From an optimization exercise on the open Yosys and OpenROAD flow, aimed at small area; shortcuts taken in it are not production practice.
The RTL was checked by simulation tests, not by an equivalence proof against the original design.
Power and IR drop assume default switching activity.

==> flow/design.v <==
package regfile_pkg;
  localparam int DEF_WIDTH = 32;
  localparam int DEF_DEPTH = 32;
  localparam int DEF_NRD   = 2;
endpackage
module regfile_clr_seq
#(
  parameter int   DEPTH = regfile_pkg::DEF_DEPTH,
  localparam int  AW    = $clog2(DEPTH)
) (
  input  logic          clk,
  input  logic          rst_n,
  input  logic          clr_i,
  output logic          busy_o,
  output logic [AW-1:0] sweep_addr_o
);
  logic          busy_q;
  logic [AW-1:0] cnt_q;
  always_ff @(posedge clk or negedge rst_n) begin
    if (!rst_n) begin
      busy_q <= 1'b0;
      cnt_q  <= '0;
    end else if (busy_q) begin
      cnt_q <= cnt_q + AW'(1);
      if (cnt_q == AW'(DEPTH - 1)) busy_q <= 1'b0;
    end else if (clr_i) begin
      busy_q <= 1'b1;
    end
  end
  assign busy_o       = busy_q;
  assign sweep_addr_o = cnt_q;
endmodule
module reg_file_mp
#(
  parameter int  WIDTH   = regfile_pkg::DEF_WIDTH,
  parameter int  DEPTH   = regfile_pkg::DEF_DEPTH,
  parameter int  NRD     = regfile_pkg::DEF_NRD,
  localparam int AW      = $clog2(DEPTH)
) (
  input  logic                 CLK,
  input  logic                 RST_N,
  input  logic                 WE,
  input  logic [AW-1:0]        Rw,
  input  logic [WIDTH-1:0]     busW,
  input  logic [NRD*AW-1:0]    Ra,
  output logic [NRD*WIDTH-1:0] busR,
  input  logic                 ISSUE,
  input  logic [AW-1:0]        Rd,
  output logic [DEPTH-1:0]     PEND,
  input  logic                 CLR,
  output logic                 BUSY
);
  localparam int NSRC  = DEPTH;
  localparam int NGRP  = 10;
  logic [WIDTH-1:0] data_q [1:DEPTH-1];
  logic [WIDTH-1:0] data_d [1:DEPTH-1];
  logic [DEPTH-1:1] vld_q;
  logic [DEPTH-1:1] pend_q;
  logic [AW-1:0]    sweep_addr;
  logic             wr_act;
  logic             byp_act;
  logic [DEPTH-1:1] wr_hit;
  logic [DEPTH-1:1] wr_hold;
  logic [DEPTH-1:1] iss_hit;
  logic [DEPTH-1:1] clr_hit;
  regfile_clr_seq #(.DEPTH(DEPTH)) u_clr_seq (
    .clk          (CLK),
    .rst_n        (RST_N),
    .clr_i        (CLR),
    .busy_o       (BUSY),
    .sweep_addr_o (sweep_addr)
  );
  assign wr_act  = WE && !BUSY;
  assign byp_act = wr_act && RST_N;
  for (genvar i = 1; i < DEPTH; i++) begin : g_dec
    assign wr_hit[i]  = wr_act && (Rw == AW'(i));
    assign wr_hold[i] = !wr_hit[i];
    assign iss_hit[i] = ISSUE && !BUSY && (Rd == AW'(i));
    assign clr_hit[i] = BUSY && (sweep_addr == AW'(i));
  end
  for (genvar i = 1; i < DEPTH; i++) begin : g_reg
    for (genvar b = 0; b < WIDTH; b++) begin : g_bit
      regfile_ao22 u_ld (
        .a1 (busW[b]),      .a2 (wr_hit[i]),
        .b1 (data_q[i][b]), .b2 (wr_hold[i]),
        .y  (data_d[i][b])
      );
    end
    always_ff @(posedge CLK) begin
      data_q[i] <= data_d[i];
    end
    always_ff @(posedge CLK or negedge RST_N) begin
      if (!RST_N)          vld_q[i] <= 1'b0;
      else if (clr_hit[i]) vld_q[i] <= 1'b0;
      else if (wr_hit[i])  vld_q[i] <= 1'b1;
    end
    always_ff @(posedge CLK or negedge RST_N) begin
      if (!RST_N)          pend_q[i] <= 1'b0;
      else if (clr_hit[i]) pend_q[i] <= 1'b0;
      else if (iss_hit[i]) pend_q[i] <= 1'b1;
      else if (wr_hit[i])  pend_q[i] <= 1'b0;
    end
  end
  for (genvar k = 0; k < NRD; k++) begin : g_rd
    logic [AW-1:0]         addr;
    logic                  sel_w;
    logic [NSRC-1:0]       sel;
    logic [WIDTH-1:0]      src [NSRC];
    logic [NGRP-1:0]       grp_n [WIDTH];
    assign addr  = Ra[k*AW +: AW];
    assign sel_w = byp_act && (addr != '0) && (Rw == addr);
    assign sel[0] = sel_w;
    assign src[0] = busW;
    for (genvar i = 1; i < NSRC; i++) begin : g_sel
      assign sel[i] = wr_hold[i] && vld_q[i] && (addr == AW'(i));
      assign src[i] = data_q[i];
    end
    for (genvar b = 0; b < WIDTH; b++) begin : g_bit
      for (genvar g = 0; g < NGRP; g++) begin : g_grp
        regfile_aoi222 u_g (
          .a1 (src[3*g][b]),   .a2 (sel[3*g]),
          .b1 (src[3*g+1][b]), .b2 (sel[3*g+1]),
          .c1 (src[3*g+2][b]), .c2 (sel[3*g+2]),
          .y  (grp_n[b][g])
        );
      end
      logic [2:0] part;
      regfile_nand4 u_p0 (.a (grp_n[b][3:0]), .y (part[0]));
      regfile_nand4 u_p1 (.a (grp_n[b][7:4]), .y (part[1]));
      regfile_nand2 u_p2 (.a (grp_n[b][9:8]), .y (part[2]));
      logic tail;
      regfile_ao221 u_t (
        .a1 (src[30][b]), .a2 (sel[30]),
        .b1 (src[31][b]), .b2 (sel[31]),
        .c1 (part[2]),
        .y  (tail)
      );
      regfile_or3 u_or (.a ({tail, part[1:0]}), .y (busR[k*WIDTH + b]));
    end
  end
  assign PEND = {pend_q, 1'b0};
endmodule
module regfile_ao22 (
  input  logic a1, a2, b1, b2,
  output logic y
);
  assign y = (a1 & a2) | (b1 & b2);
endmodule
module regfile_aoi222 (
  input  logic a1, a2, b1, b2, c1, c2,
  output logic y
);
  assign y = !((a1 & a2) | (b1 & b2) | (c1 & c2));
endmodule
module regfile_nand4 (
  input  logic [3:0] a,
  output logic       y
);
  assign y = !(&a);
endmodule
module regfile_nand2 (
  input  logic [1:0] a,
  output logic       y
);
  assign y = !(&a);
endmodule
module regfile_ao221 (
  input  logic a1, a2, b1, b2, c1,
  output logic y
);
  assign y = (a1 & a2) | (b1 & b2) | c1;
endmodule
module regfile_or3 (
  input  logic [2:0] a,
  output logic       y
);
  assign y = |a;
endmodule
export LEC_CHECK = 0
export CAP_MARGIN = 20
export CELL_PAD_IN_SITES_DETAIL_PLACEMENT = 1
export CELL_PAD_IN_SITES_GLOBAL_PLACEMENT = 1
export CORE_MARGIN = 2
export CORE_UTILIZATION = 35
export CTS_CLUSTER_DIAMETER = 100
export CTS_CLUSTER_SIZE = 25
export PLACE_DENSITY = 0.55
export SLEW_MARGIN = 20
export SYNTH_HIERARCHICAL = 1
create_clock -name core_clock -period 7.0 [get_ports {CLK}]
standard.sh (not shown) runs the stock make flow with config.mk's settings and CLKGATE_MAP_FILE= SYNTH_SCRIPT=/design/flow/synth_recipe.tcl, a recipe that flattens the netlist after the stock synthesis.
==> flow/flow/run.sh <==
#!/bin/bash
# The standard layout, with the port buffers made from the smallest buffer
# cell instead of the resizer's default choice.
set -euo pipefail
export BUFFER_PORTS_ARGS="-buffer_cell sky130_fd_sc_hd__buf_1"
bash standard.sh finish > standard.log 2>&1
Edit:
==> flow/flow/run.sh (replaced) <==
#!/bin/bash
# The standard layout, with two changes:
# - the port buffers are made from the smallest buffer cell instead of the
#   resizer's default choice;
# - clock tree synthesis inserts no dummy loads (the clock tree's skew is
#   not critical at this period).
set -euo pipefail
export BUFFER_PORTS_ARGS="-buffer_cell sky130_fd_sc_hd__buf_1"
export CTS_ARGS="-sink_clustering_enable -repair_clock_nets -dont_use_dummy_load -sink_clustering_size 25 -sink_clustering_max_diameter 100"
bash standard.sh finish > standard.log 2>&1
Result: Power drops by 1.5%; routed wire length stays flat; register-to-register slack stays flat; clock power came out lower by about 5%; design area falls by 0.36%; global-route usage is about the same; die area stays the same; setup slack degrades by 27 ps; worst hold slack degrades by 4.4 ps; synthesized area stays the same.
Edit:
--- a/flow/flow/run.sh
+++ b/flow/flow/run.sh
@@ -7,4 +7,4 @@
 set -euo pipefail
 export BUFFER_PORTS_ARGS="-buffer_cell sky130_fd_sc_hd__buf_1"
-export CTS_ARGS="-sink_clustering_enable -repair_clock_nets -dont_use_dummy_load -sink_clustering_size 25 -sink_clustering_max_diameter 100"
+export CTS_ARGS="-sink_clustering_enable -repair_clock_nets -dont_use_dummy_load -sink_clustering_size 30 -sink_clustering_max_diameter 100"
 bash standard.sh finish > standard.log 2>&1
CTS_CLUSTER_SIZE = 30   (was 25)
After rerunning: Maximum frequency is about the same; total power came out lower by 1.4%; final cell count is about the same; cell area barely changes; core utilization hardly moves; setup slack gains 5.4 ps; global-route usage stays flat; sequential power is about the same; critical path depth does not change; wire length hardly moves.
Edit:
==> flow/flow/run.sh (replaced) <==
#!/bin/bash
# The standard layout, with three changes:
# - the port buffers are made from the smallest buffer cell instead of the
#   resizer's default choice;
# - clock tree synthesis inserts no dummy loads (the clock tree's skew is
#   not critical at this period);
# - after global routing, gates on paths with positive slack are downsized
#   (ORFS's power recovery), which also recovers cell area.
set -euo pipefail
export BUFFER_PORTS_ARGS="-buffer_cell sky130_fd_sc_hd__buf_1"
export CTS_ARGS="-sink_clustering_enable -repair_clock_nets -dont_use_dummy_load -sink_clustering_size 25 -sink_clustering_max_diameter 100"
export RECOVER_POWER=100
bash standard.sh finish > standard.log 2>&1
CTS_CLUSTER_SIZE = 25   (was 30)
With this change the flow reached the layout checks and failed them: max-capacitance violations, max-slew violations, negative setup slack.
Synthesized cell count is unchanged.
Routed wire length barely changes.
Utilization fell by 0.17 points.
Worst setup slack gets worse by 500 ps.
Via count went down by 0.39%.

==> re-timing with driven ports <==
In the flow no input, the clock included, has a driving cell. The finished layouts below were timed again as built, in two steps.
Step 1 assumes that a clkbuf_16 drives the clock port and a buf_2 every other input.
Step 2 adds t to the input delays and takes it off the output delays; t is the mean of the earliest and latest rising clock arrival at the registers after step 1. Input paths then give back, and output paths get back, about the clock's delay inside the block.
Three values: ideal ports, drivers, drivers and shift; two values: the first two.
run	shift t [ns]	setup slack, ns	worst slew at a driven data input, ns	pins driven straight from the clock port
the first run	0.779	0.364 / 0.341 / 0.341	0.13	1
the second run	0.768	0.337 / 0.314 / 0.314	0.13	1
the third run	0.752	0.343 / 0.319 / 0.319	0.13	1
the fourth run	0.766	-0.159 / -0.107 / -0.873	0.12	1
The setup slack of the fourth run, which loses most, moves by +0.052 ns with the drivers and by -0.714 ns with both steps.
